Background: an optimization exercise with open tools, aiming at small area. Do not read the settings as production practice.
The RTL was checked by simulation tests, not by an equivalence proof against the original design.
Power and IR drop assume default switching activity.

==> design.v <==
package eda_pkg;
  localparam int WINDOW_W      = 3;                       
  localparam int NUM_NEIGHBORS = WINDOW_W * WINDOW_W - 1;  
  localparam int ADDR_W     = 12;                  
  localparam int FIFO_DEPTH = 8;                   
  localparam int PTR_W      = $clog2(FIFO_DEPTH);  
  typedef logic [ADDR_W-1:0] pixel_addr_t;  
  typedef enum logic [2:0] {
    NBR_DOWNRIGHT = 3'd0,  
    NBR_DOWN      = 3'd1,
    NBR_DOWNLEFT  = 3'd2,
    NBR_RIGHT     = 3'd3,
    NBR_LEFT      = 3'd4,
    NBR_UPRIGHT   = 3'd5,
    NBR_UP        = 3'd6,
    NBR_UPLEFT    = 3'd7   
  } neighbor_e;
  typedef struct packed {
    logic upleft;     
    logic up;         
    logic upright;    
    logic left;       
    logic right;      
    logic downleft;   
    logic down;       
    logic downright;  
  } nbr_mask_t;
  typedef struct packed {
    pixel_addr_t upleft;     
    pixel_addr_t up;         
    pixel_addr_t upright;    
    pixel_addr_t left;       
    pixel_addr_t right;      
    pixel_addr_t downleft;   
    pixel_addr_t down;       
    pixel_addr_t downright;  
  } nbr_addr_t;
endpackage
`timescale 1ns/1ps
`timescale 1ns/1ps
module neighbor_select (
  input  logic [71:0] i_sel,   
  input  logic [71:0] i_data,  
  output logic        o_bit    
);
  logic [23:0] grp_n;  
  logic [5:0]  quad;   
  logic [2:0]  pair_n;
  for (genvar g = 0; g < 24; g++) begin : gen_grp
    sel_aoi222 u_aoi (
      .a1 (i_sel[3*g]),   .a2 (i_data[3*g]),
      .b1 (i_sel[3*g+1]), .b2 (i_data[3*g+1]),
      .c1 (i_sel[3*g+2]), .c2 (i_data[3*g+2]),
      .y  (grp_n[g])
    );
  end
  for (genvar g = 0; g < 6; g++) begin : gen_quad
    sel_nand4 u_nand (
      .a (grp_n[4*g]), .b (grp_n[4*g+1]), .c (grp_n[4*g+2]), .d (grp_n[4*g+3]),
      .y (quad[g])
    );
  end
  for (genvar g = 0; g < 3; g++) begin : gen_pair
    sel_nor2 u_nor (.a (quad[2*g]), .b (quad[2*g+1]), .y (pair_n[g]));
  end
  sel_nand3 u_out (.a (pair_n[0]), .b (pair_n[1]), .c (pair_n[2]), .y (o_bit));
endmodule
module sel_aoi222 (
  input  logic a1, a2, b1, b2, c1, c2,
  output logic y
);
  assign y = ~((a1 & a2) | (b1 & b2) | (c1 & c2));
endmodule
module sel_nand4 (
  input  logic a, b, c, d,
  output logic y
);
  assign y = ~(a & b & c & d);
endmodule
module sel_nor2 (
  input  logic a, b,
  output logic y
);
  assign y = ~(a | b);
endmodule
module sel_nand3 (
  input  logic a, b, c,
  output logic y
);
  assign y = ~(a & b & c);
endmodule
`timescale 1ns/1ps
module eda_fifos (
  input  logic                 i_clk,         
  input  logic                 i_rst_n,       
  input  eda_pkg::nbr_mask_t   i_push,        
  input  eda_pkg::nbr_mask_t   i_read_en,     
  input  eda_pkg::nbr_addr_t   i_addrs,       
  output eda_pkg::nbr_mask_t   o_fifo_empty,  
  output eda_pkg::pixel_addr_t o_data_out     
);
  localparam int N  = eda_pkg::NUM_NEIGHBORS;
  localparam int D  = eda_pkg::FIFO_DEPTH;
  localparam int AW = eda_pkg::ADDR_W;
  logic [N-1:0]         push_v;
  logic [N-1:0]         read_v;
  logic [N-1:0][AW-1:0] addr_v;
  logic [N-1:0]         empty_v;
  logic [N-1:0]         first_v;    
  logic [N-1:0]         bypass_v;   
  logic [AW-1:0] mem  [N][D];       
  logic [3:0]    last [N];          
  logic [N*D+N-1:0] sel;            
  assign push_v = i_push;
  assign read_v = i_read_en;
  assign addr_v = i_addrs;
  for (genvar q = 0; q < N; q++) begin : gen_q
    logic full, rd_en, wr_en;
    assign empty_v[q] = last[q][3];
    assign full       = (last[q] == 4'd7);
    assign rd_en      = read_v[q] && !empty_v[q];
    assign wr_en      = push_v[q] && (!full || read_v[q]);
    always_ff @(posedge i_clk) begin
      if (wr_en) begin
        mem[q][0] <= addr_v[q];
        for (int k = 1; k < D; k++) mem[q][k] <= mem[q][k-1];
      end
    end
    always_ff @(posedge i_clk) begin
      if (!i_rst_n)             last[q] <= 4'hF;
      else if (wr_en && !rd_en) last[q] <= last[q] + 4'd1;
      else if (rd_en && !wr_en) last[q] <= last[q] - 4'd1;
    end
  end
  always_comb begin
    logic seen_q, seen_p;
    seen_q = 1'b0;
    seen_p = 1'b0;
    for (int q = 0; q < N; q++) begin
      first_v[q]  = !empty_v[q] && !seen_q;
      seen_q      = seen_q || !empty_v[q];
      bypass_v[q] = push_v[q] && !seen_p;
      seen_p      = seen_p || push_v[q];
    end
    if (seen_q) bypass_v = '0;
  end
  always_comb begin
    for (int q = 0; q < N; q++) begin
      for (int k = 0; k < D; k++) begin
        sel[q*D+k] = first_v[q] && (last[q][2:0] == 3'(k));
      end
      sel[N*D+q] = bypass_v[q];
    end
  end
  for (genvar b = 0; b < AW; b++) begin : gen_bit
    logic [N*D+N-1:0] col;
    always_comb begin
      for (int q = 0; q < N; q++) begin
        for (int k = 0; k < D; k++) col[q*D+k] = mem[q][k][b];
        col[N*D+q] = addr_v[q][b];
      end
    end
    neighbor_select u_bit (
      .i_sel  (sel),
      .i_data (col),
      .o_bit  (o_data_out[b])
    );
  end
  assign o_fifo_empty = empty_v;
endmodule
==> run.sh <==
#!/bin/bash
# synth_recipe.tcl (not shown) runs the flow's synth.tcl, then flattens the netlist and writes it again
# the make line also repeats each setting of config.mk as NAME=value (left out here)
make -C /OpenROAD-flow-scripts/flow DESIGN_CONFIG=/design/flow/config.mk WORK_HOME=/design/flow/orfs CLKGATE_MAP_FILE= SYNTH_SCRIPT=/design/flow/synth_recipe.tcl finish
==> config.mk <==
export PLATFORM = sky130hd
export DESIGN_NAME = eda_fifos
export DESIGN_NICKNAME = eda_fifos
export VERILOG_FILES = /design/flow/design.v
export SDC_FILE = /design/flow/constraint.sdc
export NUM_CORES = 4
export LEC_CHECK = 0
export CAP_MARGIN = 20
export CORE_MARGIN = 2
export CORE_UTILIZATION = 40
export SETUP_SLACK_MARGIN = 0.2
export SLEW_MARGIN = 20
export SYNTH_HIERARCHICAL = 1
export SYNTH_MINIMUM_KEEP_SIZE = 0
==> constraint.sdc <==
create_clock -name core_clock -period 8.0 [get_ports {i_clk}]
set_input_delay 1.6000 -clock core_clock [delete_from_list [all_inputs] [get_ports {i_clk}]]
set_output_delay 1.6000 -clock core_clock [all_outputs]
set_load 0.01 [all_outputs]
==> run notes, run 1 <==
number of CTS-inserted buffers 80; commonest cells after routing, fill and taps aside sky130_fd_sc_hd__edfxtp_1 (768), sky130_fd_sc_hd__a222oi_1 (288), sky130_fd_sc_hd__clkdlybuf4s50_1 (132); maximum cell stage delay along the critical path 0.63 ns; # IOs ~130; global-route wire length before repair 111000 um; Yosys warning count 9; required arrival time at the worst endpoint 6.40 ns; number of diodes added for antenna fixing 0; Total Negative Setup Slacks 0 ns; clock latency at the later pin of the worst-skew pair about 0.64 ns; max-slew violation total from the final report 0; buffering stage count on the worst path with inverters included 2; total global routing track utilization between 10% and 20%; hold crit path type register to register; critical path capture point type output port; most area-hungry cell type in the Yosys netlist sky130_fd_sc_hd__edfxtp_1; r2r endpoint last[0][3]$_SDFFE_PN1P_; count of mapped cells out of synthesis between 1500 and 2000; number of antenna violations at the first check in global routing 0; post-DR wirelength/cell between 20 and 30 um; final core utilization ~48%; transition time at the pin with the least slew margin ~1.2 ns; final hold violation count 0; number of hold-repair buffers added at the cts stage 0; library cell appearing most often on the critical path sky130_fd_sc_hd__clkdlybuf4s50_1; RSZ-0062 raised after global routing false; number of DRC markers in iteration 0 around 3500; Pre-antenna DRT Iters 14; Post-Syn Area just under 30000 sq um; area share of the largest cell type after synthesis approximately 78%; routed via count 17300; slowest CP cell sky130_fd_sc_hd__and4b_1; terminating pin of the worst hold path mem[27][11]$_DFFE_PP_; most common cell after layout, fill and taps aside sky130_fd_sc_hd__edfxtp_1; overall die area 75900 sq um; async set-or-reset flop fraction in the synthesized netlist 0%; root buf cell sky130_fd_sc_hd__clkbuf_16; worst setup path class input pin to output port; RR Startpoint last[0][3]$_SDFFE_PN1P_; final clock period utilization by the worst path 76.6%; Core Area between 70000 and 80000 sq um; post-layout minimum cycle time between 6 and 7 ns; count of cells along the worst hold path 0; post-CTS clock slew at the launch and capture registers of the worst setup and hold paths roughly 0.06 ns; cell family contributing the most delay on the critical path simple AND/OR/NAND/NOR gates; kind of launch point of the worst setup path input pin; layout overhead on the synthesized area 18.2%; Max Buffers Root-to-Sink 3; via count of the first global-routing pass ~17000; Post-DP HPWL 54200 um; Main synth FF type sky130_fd_sc_hd__edfxtp_1; share of the yosys chip area belonging to registers approximately four fifths; Avg Cell Area, Syn between 15 and 20 sq um; height of the chip around 280 um; maximum number of pins on one net before global-route repair 87; number of enable flip-flop cells after synthesis about 770; arrival time worst endpoint 4.53 ns; Via density between 6 and 7; number of gates resized after CTS 0; CTS sink cnt 800; number of setup violations in the final report 0; worst clock skew 0.0341 ns; Distinct cells, synth 41; Static Leak between 10 and 15 nW; effective utilization at floorplan ~40%; H-tree levels 3; cell depth of the worst flop-to-flop path 12; setup slack of the worst register-to-register path roughly 4.5 ns; DP Cell Count roughly 2600; number of design rule violations left after detail routing 0; tightest slew margin relative to the limit between 20% and 30%; total detailed-routing wirelength around 77000 um; share of layout cells above drive strength 1 between 10 and 15%; start point of the worst hold path mem[26][11]$_DFFE_PP_; result of the run no timing/DRC/antenna violations; synthesis-stage register bit count 800; horizontal die dimension 275 um; cell types occupying the most area after synthesis sky130_fd_sc_hd__edfxtp_1 (78%), sky130_fd_sc_hd__a222oi_1 (9.8%), sky130_fd_sc_hd__dfxtp_1 (2.2%); pwr/cell area between 300 and 400 nW/um^2; number of cells in the finished layout apart from fillers between 2000 and 3000; antenna-violating nets left 0; number of nets in the final layout 1900; count of filler cells inserted in the layout about 6100; Post-Syn Nets approximately 1700; Post CTS Setup Buffer Count 0; top achievable clock speed 0.163 GHz; maximum resistive drop on vdd 0.000162 V; number of rows in the core area 99; Port Buffer Count ~130; overall overflow remaining after global route 0; ordered list of cells on the worst path clkdlybuf4s50_1 -> nor4_4 -> and4b_1 -> a222oi_1 -> nand4_1 -> nor2_1 -> nand3_1 -> clkdlybuf4s50_1; Worst Path Max Fanout 12; number of violations of the max-capacitance limit 0; CTS tree done; RePlAce Congestion about 0.9
## worst register-to-register path, stage by stage (launching register included)
cell	delay [ns]
sky130_fd_sc_hd__dfxtp_1	0.40
sky130_fd_sc_hd__buf_4	0.23
sky130_fd_sc_hd__nand2b_1	0.23
sky130_fd_sc_hd__nor3_1	0.60
sky130_fd_sc_hd__nor2_4	0.03
sky130_fd_sc_hd__buf_4	0.33
sky130_fd_sc_hd__ha_1	0.33
sky130_fd_sc_hd__inv_1	0.13
sky130_fd_sc_hd__ha_1	0.28
sky130_fd_sc_hd__a21oi_1	0.18
sky130_fd_sc_hd__a211oi_1	0.09
sky130_fd_sc_hd__a31oi_1	0.18
sky130_fd_sc_hd__mux2_2	0.38
## state kept, by name (all words and copies together) (netlist names)
register  cells
last         32
mem         768
## cells by family after synthesis
| group | synth area share, % |
|---|---|
| compound gates | 10.5 |
| xor+xnor | 0.476 |
| fa+ha+maj | 1.56 |
| buf+inv | 0.624 |
| flops | 80.4 |
| mux | 0.849 |
| simple gates | 5.53 |
## layer usage
layer	vias to the layer above	share of wire (%)	global-route usage (%)
met2	967	44	29.1
met3	107	9.8	3.72
met4	0	3.2	7.89
li1	7387	-	-
met5	-	0	0
met1	8860	43	29.4
## Yosys stat by module (local to each module, per instance), excerpt
| module | times used | cells inside | flops+latches | cell area (sq um) |
|---|---|---|---|---|
| eda_fifos | 1 | 1135 | 800 | 25900 |
| sel_nor2 | 36 | 1 | 0 | 3.75 |
| sel_nand3 | 12 | 1 | 0 | 5.00 |
| sel_nand4 | 72 | 1 | 0 | 6.26 |
| sel_aoi222 | 288 | 1 | 0 | 10.0 |
## power by group
| group | switching (mW) | leakage, nW | internal [mW] | total (mW) |
|---|---|---|---|---|
| combinational | 1.49 | 2.36 | 0.897 | 2.39 |
| clock | 1.59 | 1.32 | 2.24 | 3.83 |
| sequential | 0.445 | 7.76 | 5.42 | 5.86 |
## worst max-delay path by stage
stage / start / to / depth (start not counted) / slack, ns
after floorplan: i_read_en[0] / last[0][3]$_SDFFE_PN1P_ / 9 / 0.41
after global placement: i_push[1] / o_data_out[4] / 7 / 1.81
after detailed placement: i_push[1] / o_data_out[4] / 7 / 1.80
after CTS: i_push[1] / o_data_out[4] / 7 / 1.79
after global routing: last[1][3]$_SDFFE_PN1P_ / o_data_out[1] / 8 / 1.73
final: i_push[1] / o_data_out[4] / 8 / 1.87
## final cells by class
class	instances	area, sq um	area share, %
Clock buffer	105	2230	6.40
Clock inverter	43	467	1.34
Inverter	13	48.8	0.140
Multi-Input combinational cell	705	5690	16.3
Sequential cell	800	23700	68.1
Tap cell	959	1200	3.45
Timing Repair Buffer	154	1480	4.26
## cells in the mapped netlist, drive strengths merged (19+ instances only)
cell type and count:
dfxtp 32, nand3 26, nand4 73, edfxtp 768, nor2 95, nand2b 34
a222oi 288, nor3 19, nand2 42, ha 24
## through the flow
stage                     total power [mW]  area [sq um]  hold slack [ns]  setup slack [ns]
after floorplan                       7.11         29500            0.425             0.406
after global placement                8.19         32100            0.428              1.81
after detailed placement              8.29         32100            0.431              1.80
after CTS                             12.1         34800            0.430              1.79
after global routing                  12.5         34800            0.439              1.73
final                                 12.1         34800            0.425              1.87
==> inputs of run 2 (changes only) <==
--- a/config.mk
+++ b/config.mk
@@ -7,7 +7,8 @@
 export LEC_CHECK = 0
 export CAP_MARGIN = 20
 export CORE_MARGIN = 2
-export CORE_UTILIZATION = 40
+export CORE_UTILIZATION = 70
+export CTS_BUF_LIST = sky130_fd_sc_hd__clkbuf_4 sky130_fd_sc_hd__clkbuf_8
 export SETUP_SLACK_MARGIN = 0.2
 export SLEW_MARGIN = 20
 export SYNTH_HIERARCHICAL = 1
==> run 2 against run 1 <==
Net effect: critical endpoint unchanged; non-clock buffer count rose by 5; critical path type is now register to output port; still clean on timing, DRC and antenna; clock power fell by 13%; sequential cell count did not move; largest power group unchanged; synthesized cell count did not move.
==> run notes, run 2 <==
result of the run no timing/DRC/antenna violations; DP Cell Count 2214; Post-Route Hold Slack 0.431 ns; critical path capture point type output port; final core utilization 81.6%; buffering stage count on the worst path with inverters included 1; met3 track demand over resource in global routing between 10% and 20%; height of the chip 209 um; clock latency at the later pin of the worst-skew pair around 0.71 ns; total detailed-routing wirelength about 74000 um; kind of launch point of the worst setup path register; met2 Usage GRT ~48%; number of CTS-inserted buffers about 120; effective utilization at floorplan around 71%; final clock period utilization by the worst path roughly 79%; Worst Path Max Fanout 16; transition time at the pin with the least slew margin approximately 1.2 ns; hold crit path type register to register; number of DRC markers in iteration 0 ~3800; async set-or-reset flop fraction in the synthesized netlist 0%; Core Area 41800 sq um; number of setup violations in the final report 0; final hold violation count 0; routed via count between 15000 and 20000; antenna-violating nets left 0; number of gates resized after CTS 0; maximum number of pins on one net before global-route repair 97; via count of the first global-routing pass between 15000 and 20000; Main synth FF type sky130_fd_sc_hd__edfxtp_1; overall overflow remaining after global route 0; H-tree levels 3; RSZ-0062 raised after global routing false; slowest CP cell sky130_fd_sc_hd__nor2_1; tightest slew margin relative to the limit approximately a fifth; start point of the worst hold path mem[45][3]$_DFFE_PP_; arrival time worst endpoint between 4 and 5 ns; most common cell after layout, fill and taps aside sky130_fd_sc_hd__edfxtp_1; largest registers mem (768), last (32); post-CTS clock slew at the launch and capture registers of the worst setup and hold paths approximately 0.060 ns; count of mapped cells out of synthesis 1543; share of the yosys chip area belonging to registers about four fifths; number of cells in the finished layout apart from fillers 2437; Total Power Consumption roughly 12 mW; ordered list of cells on the worst path nand4_1 -> or3_1 -> nor2_1 -> a222oi_1 -> nand4_1 -> nor2_1 -> nand3_1 -> clkdlybuf4s50_1; global-route wire length before repair between 100000 and 150000 um; worst clock skew 0.0229 ns; Total Negative Setup Slacks 0 ns; Via density 7.38; overall die area between 40000 and 50000 sq um; Yosys warning count 9; most frequently used cell type in the post-synthesis netlist sky130_fd_sc_hd__edfxtp_1; CTS sink cnt 800; number of design rule violations left after detail routing 0; # IOs roughly 130; Pre-antenna DRT Iters 9; worst setup path class register to output port; CTS tree done; number of hold-repair buffers added at the cts stage 0; root buf cell sky130_fd_sc_hd__clkbuf_8; most area-hungry cell type in the Yosys netlist sky130_fd_sc_hd__edfxtp_1; largest register by flop count mem; commonest cells after routing, fill and taps aside sky130_fd_sc_hd__edfxtp_1 (768), sky130_fd_sc_hd__a222oi_1 (288), sky130_fd_sc_hd__clkdlybuf4s50_1 (133); total global routing track utilization roughly 34%; RePlAce Congestion 0.952; post-layout minimum cycle time ~6.3 ns; area share of the largest cell type after synthesis between 70 and 80%; number of nets in the final layout around 2000; cell family contributing the most delay on the critical path simple AND/OR/NAND/NOR gates; flip-flop count of the largest register, all copies and words added approximately 770; Max Buffers Root-to-Sink 3; top achievable clock speed ~0.16 GHz; Distinct cells, synth 41; pwr/cell area between 300 and 400 nW/um^2; Post CTS Setup Buffer Count 0; Static Leak 11.4 nW; Post-DP HPWL 49600 um; number of rows in the core area 75; number of antenna violations at the first check in global routing 2; number of violations of the max-capacitance limit 0; Port Buffer Count ~130; most numerous cell types in the synthesized netlist sky130_fd_sc_hd__edfxtp_1 (768), sky130_fd_sc_hd__a222oi_1 (288), sky130_fd_sc_hd__nor2_1 (95); cell types occupying the most area after synthesis sky130_fd_sc_hd__edfxtp_1 (78%), sky130_fd_sc_hd__a222oi_1 (9.8%), sky130_fd_sc_hd__dfxtp_1 (2.2%); Post-Syn Nets about 1700; post-DR wirelength/cell 30.3 um; Critical Path Start last[0][3]$_SDFFE_PN1P_; number of enable flip-flop cells after synthesis approximately 770; Post-Syn Area between 20000 and 30000 sq um; horizontal die dimension 209 um; Avg Cell Area, Syn ~19 sq um; required arrival time at the worst endpoint between 6 and 7 ns; grt met1 use between 40% and 50%; maximum resistive drop on vdd 0.000434 V; layout overhead on the synthesized area 15.6%; synthesis-stage register bit count 800; share of layout cells above drive strength 1 ~13%; most used routing layer in global routing met1; max-slew violation total from the final report 0; maximum cell stage delay along the critical path a little under 0.9 ns; RR Startpoint last[0][3]$_SDFFE_PN1P_
-- run 2: cell counts after synthesis --
No cell type changed its count.
-- run 2: final timing paths --
path | cells after the start | end | slack [ns]
max | 8 | o_data_out[4] | 1.67
min | 0 | mem[46][3]$_DFFE_PP_ | 0.43
max reg2reg | 10 | last[0][3]$_SDFFE_PN1P_ | 4.35
min reg2reg | 0 | mem[46][3]$_DFFE_PP_ | 0.43
-- run 2: power breakdown --
group	internal, mW	leakage (nW)	switching [mW]
Sequential	5.42	7.76	0.456
Combinational	0.892	2.38	1.51
Clock	1.84	1.28	1.51
-- run 2: kinds of logic after synthesis --
kind of cell	share of synthesized area, %
adders and majority gates	1.56
DFF	80.4
xor gates and xnor gates	0.476
AOI/OAI and AO/OA	10.5
muxes	0.849
buffers and inverters	0.624
and+or+nand+nor	5.53
-- run 2: layout make-up --
type | instances | area (sq um)
inverter | 13 | 48.8
fill | 2026 | 7690
timing repair buffer | 159 | 1540
sequential | 800 | 23700
clock buffer | 173 | 2110
antenna | 2 | 5.00
tap | 539 | 674
multi-input combinational | 705 | 5670
clock inverter | 46 | 322
-- run 2: Yosys stat by module (local to each module, per instance), a selection --
module / times used / cells inside / area, sq um / flops+latches
eda_fifos: 1 / 1135 / 25900 / 800
sel_aoi222: 288 / 1 / 10.0 / 0
sel_nand3: 12 / 1 / 5.00 / 0
sel_nand4: 72 / 1 / 6.26 / 0
sel_nor2: 36 / 1 / 3.75 / 0
-- run 2: layer usage --
layer	up-vias	wire (um)
met5	-	11
met4	2	2660
met3	151	11200
met2	1507	32300
met1	8829	27700
li1	7497	-
-- run 2: stage by stage --
stage / worst slack, ns / instance area (sq um)
final: 1.67 / 34100
after global routing: 1.59 / 34100
after CTS: 1.76 / 34000
after detailed placement: 2.01 / 31600
after global placement: 2.00 / 31600
after floorplan: 0.406 / 29500
==> inputs of run 3 (changes only) <==
--- a/config.mk
+++ b/config.mk
@@ -7,8 +7,10 @@
 export LEC_CHECK = 0
 export CAP_MARGIN = 20
 export CORE_MARGIN = 2
-export CORE_UTILIZATION = 70
-export CTS_BUF_LIST = sky130_fd_sc_hd__clkbuf_4 sky130_fd_sc_hd__clkbuf_8
+export CORE_UTILIZATION = 75
+export CTS_BUF_LIST = sky130_fd_sc_hd__clkbuf_8
+export CTS_CLUSTER_DIAMETER = 80
+export CTS_CLUSTER_SIZE = 16
 export SETUP_SLACK_MARGIN = 0.2
 export SLEW_MARGIN = 20
 export SYNTH_HIERARCHICAL = 1
==> run 3 against run 2 <==
Net effect: sequential cell count did not move; total power shrank 12%; largest power group unchanged; critical endpoint is now o_data_out[7]; design area decreased by 4.4%; count of clock-buffer cells in the layout decreased by 116; via count about the same.
==> run notes, run 3 <==
library cell appearing most often on the critical path sky130_fd_sc_hd__nor2_1; max-slew violation total from the final report 0; RePlAce Congestion 0.913; largest register by flop count mem; critical path capture point type output port; Static Leak about 11 nW; overall die area slightly above 40000 sq um; antenna-violating nets left 0; cell depth of the worst flop-to-flop path 11; async set-or-reset flop fraction in the synthesized netlist 0%; cell family contributing the most delay on the critical path simple AND/OR/NAND/NOR gates; number of DRC markers in iteration 0 around 4500; horizontal die dimension slightly above 200 um; most numerous cell types in the synthesized netlist sky130_fd_sc_hd__edfxtp_1 (768), sky130_fd_sc_hd__a222oi_1 (288), sky130_fd_sc_hd__nor2_1 (95); layout overhead on the synthesized area 10.6%; post-DR wirelength/cell between 30 and 40 um; Core Area 38700 sq um; final hold violation count 0; transition time at the pin with the least slew margin roughly 1.3 ns; number of violations of the max-capacitance limit 0; combinational family with the most area after synthesis compound AO/OA/AOI/OAI gates; Max Buffers Root-to-Sink 3; # IOs ~130; result of the run no timing/DRC/antenna violations; Avg Cell Area, Syn 19.1 sq um; pwr/cell area about 310 nW/um^2; slowest CP cell sky130_fd_sc_hd__nor2_1; setup slack of the worst register-to-register path ~4.5 ns; post-CTS clock slew at the launch and capture registers of the worst setup and hold paths between 0.1 and 0.15 ns; routed via count ~18000; share of layout cells above drive strength 1 6.93%; Port Buffer Count 133; met3 WL approximately 12000 um; share of the yosys chip area belonging to registers 80.4%; parity-gate share of the synthesized area counting xor and xnor cells 0.476%; total detailed-routing wirelength roughly 75000 um; fraction of synthesized area in multiplexers 0.849%; largest registers mem (768), last (32); overall overflow remaining after global route 0; area fraction in compound gates after synthesis approximately a tenth; highest signal layer in the routed design met5; detailed-routing wirelength on met1 25600 um; CTS tree done; CTS sink cnt 800; post-layout minimum cycle time roughly 6.3 ns; worst clock skew about 0.028 ns; required arrival time at the worst endpoint between 6 and 7 ns; placed instance area around 32000 sq um; maximum resistive drop on vdd between 0.0002 and 0.0003 V; count of cells along the worst hold path 0; global-route wire length before repair ~110000 um; Distinct cells, synth 41; tightest slew margin relative to the limit between 10% and 20%; r2r endpoint last[0][3]$_SDFFE_PN1P_; Post-Syn Nets 1689; H-tree levels 2; number of hold-repair buffers added at the cts stage 0; hold crit path type register to register; number of setup violations in the final report 0; number of nets in the final layout ~1900; number of antenna violations at the first check in global routing 2; RR Startpoint last[0][3]$_SDFFE_PN1P_; final non-filler cell area 32600 sq um; flip-flop count of the largest register, all copies and words added ~770; most common cell after layout, fill and taps aside sky130_fd_sc_hd__edfxtp_1; ordered list of cells on the worst path nand4_1 -> nor2_1 -> nand4b_1 -> nor2_1 -> a222oi_1 -> nand4_1 -> nor2_1 -> nand3_1 -> clkdlybuf4s50_1; Post-Syn Area about 29000 sq um; Post-DP HPWL between 50000 and 60000 um; Main synth FF type sky130_fd_sc_hd__edfxtp_1; Pre-antenna DRT Iters 8; buffering stage count on the worst path with inverters included 1; most frequently used cell type in the post-synthesis netlist sky130_fd_sc_hd__edfxtp_1; kind of launch point of the worst setup path register; maximum cell stage delay along the critical path about 1.0 ns; area share of the largest cell type after synthesis approximately 78%; clock latency at the later pin of the worst-skew pair 0.69 ns; top achievable clock speed roughly 0.16 GHz; Worst Path Max Fanout 16; Post CTS Setup Buffer Count 0; Via density 7.84; final clock period utilization by the worst path ~79%; number of design rule violations left after detail routing 0; simple-gate area share of the yosys netlist 5.53%; effective utilization at floorplan 76.1%; detailed route wirelength on metal2 roughly 33000 um; synthesis-stage register bit count 800; arrival time worst endpoint around 4.7 ns; height of the chip roughly 200 um; terminating pin of the worst hold path mem[62][2]$_DFFE_PP_; maximum number of pins on one net before global-route repair 97; number of gates resized after CTS 0; count of filler cells inserted in the layout about 1800; number of enable flip-flop cells after synthesis approximately 770; most area-hungry cell type in the Yosys netlist sky130_fd_sc_hd__edfxtp_1; worst setup path class register to output port; start point of the worst hold path mem[61][2]$_DFFE_PP_; root buf cell sky130_fd_sc_hd__clkbuf_8; count of mapped cells out of synthesis 1543; commonest cells after routing, fill and taps aside sky130_fd_sc_hd__edfxtp_1 (768), sky130_fd_sc_hd__a222oi_1 (288), sky130_fd_sc_hd__clkdlybuf4s50_1 (133); total global routing track utilization between 30% and 40%; via count of the first global-routing pass roughly 17000; share of synthesized cell area in full adder, half adder and majority cells 1.56%; cell types occupying the most area after synthesis sky130_fd_sc_hd__edfxtp_1 (78%), sky130_fd_sc_hd__a222oi_1 (9.8%), sky130_fd_sc_hd__dfxtp_1 (2.2%); Total Negative Setup Slacks 0 ns; number of rows in the core area 72; Yosys warning count 9; RSZ-0062 raised after global routing false; number of CTS-inserted buffers 55
run 3: final cells by class:
class                           count  area (sq um)  share of cell area [%]
Sequential cell                   800         23700                    72.8
Multi-Input combinational cell    705          5680                    17.4
Timing Repair Buffer              157          1550                    4.75
Clock buffer                       57           785                    2.41
Tap cell                          518           648                    1.99
Clock inverter                     43           161                   0.495
Inverter                           13          48.8                   0.150
Antenna cell                        2          5.00                  0.0154
run 3: power by group:
group	internal [mW]	switching [mW]
Sequential	5.41	0.472
Combinational	0.899	1.52
Clock	0.663	1.22
run 3: cells by family after synthesis:
group                    count (synthesis)
AND/OR/NAND/NOR                        314
adder cells (fa/ha/maj)                 32
multiplexers                            24
flip-flops                             800
AO/OA/AOI/OAI                          319
XOR/XNOR                                16
buffers and inverters                   38
run 3: metrics by stage:
stage / worst slack (ns) / util, % / power (mW) / std cells / hold slack (ns)
after CTS: 1.73 / 83.8 / 10.1 / 2291 / 0.450
after floorplan: 0.406 / - / 7.11 / 1543 / 0.425
final: 1.66 / 84.1 / 10.2 / 2295 / 0.444
after global routing: 1.52 / 84.1 / 10.5 / 2294 / 0.459
after global placement: 1.98 / 81.4 / 8.12 / 2191 / 0.426
after detailed placement: 2.03 / 81.4 / 8.26 / 2191 / 0.433
run 3: how the worst max path moves through the flow:
| stage | start | endpoint | slack [ns] | depth (start not counted) |
|---|---|---|---|---|
| 3_5_place_dp | i_push[1] | o_data_out[6] | 2.03 | 7 |
| 5_1_grt | last[0][3]$_SDFFE_PN1P_ | o_data_out[10] | 1.52 | 8 |
| 2_1_floorplan | i_read_en[0] | last[0][3]$_SDFFE_PN1P_ | 0.41 | 9 |
| 3_3_place_gp | i_push[0] | o_data_out[4] | 1.98 | 8 |
| 4_1_cts | last[0][3]$_SDFFE_PN1P_ | o_data_out[8] | 1.73 | 8 |
| 6_report | last[0][3]$_SDFFE_PN1P_ | o_data_out[7] | 1.66 | 9 |
run 3: modules after synthesis (local to each module, per instance), excerpt:
module	cell area, sq um	flip-flops and latches	cells	times used
sel_nor2	3.75	0	1	36
eda_fifos	25900	800	1135	1
sel_nand3	5.00	0	1	12
sel_nand4	6.26	0	1	72
sel_aoi222	10.0	0	1	288
run 3: metal layers:
layer	up-vias	GRT usage, %
met5	-	1.55
met4	4	17.5
met3	225	9.87
li1	7304	-
met2	1658	53.8
met1	8792	52.5

[afterwards: timing with drivers on the ports]
Ports are ideal in the flow. The routed layouts listed here were re-timed in OpenROAD.
Step 1 (the two cells are an assumption about what drives the block):
set clk [get_ports {i_clk}]
set_driving_cell -lib_cell sky130_fd_sc_hd__clkbuf_16 $clk
set_driving_cell -lib_cell sky130_fd_sc_hd__buf_2 [delete_from_list [all_inputs] $clk]
Step 2, shift: input delay + t, output delay - t, t = (earliest + latest rising clock arrival at the registers) / 2. This alone moves slack from input paths to output paths.
Three values: ideal, step 1, step 2; two values: the first two.
run	t, ns	slack for setup (ns)	slew at the worst register clock pin (ns)
run 1	0.679	1.870 / 1.838 / 1.838	0.06 / 0.06
run 2	0.752	1.674 / 1.623 / 1.903	0.07 / 0.07
run 3	0.736	1.659 / 1.600 / 1.936	0.11 / 0.11
After both steps setup and hold are still met in every run listed. The setup slack of run 1, which loses most, moves by -0.032 ns with the drivers and by -0.032 ns with both steps.
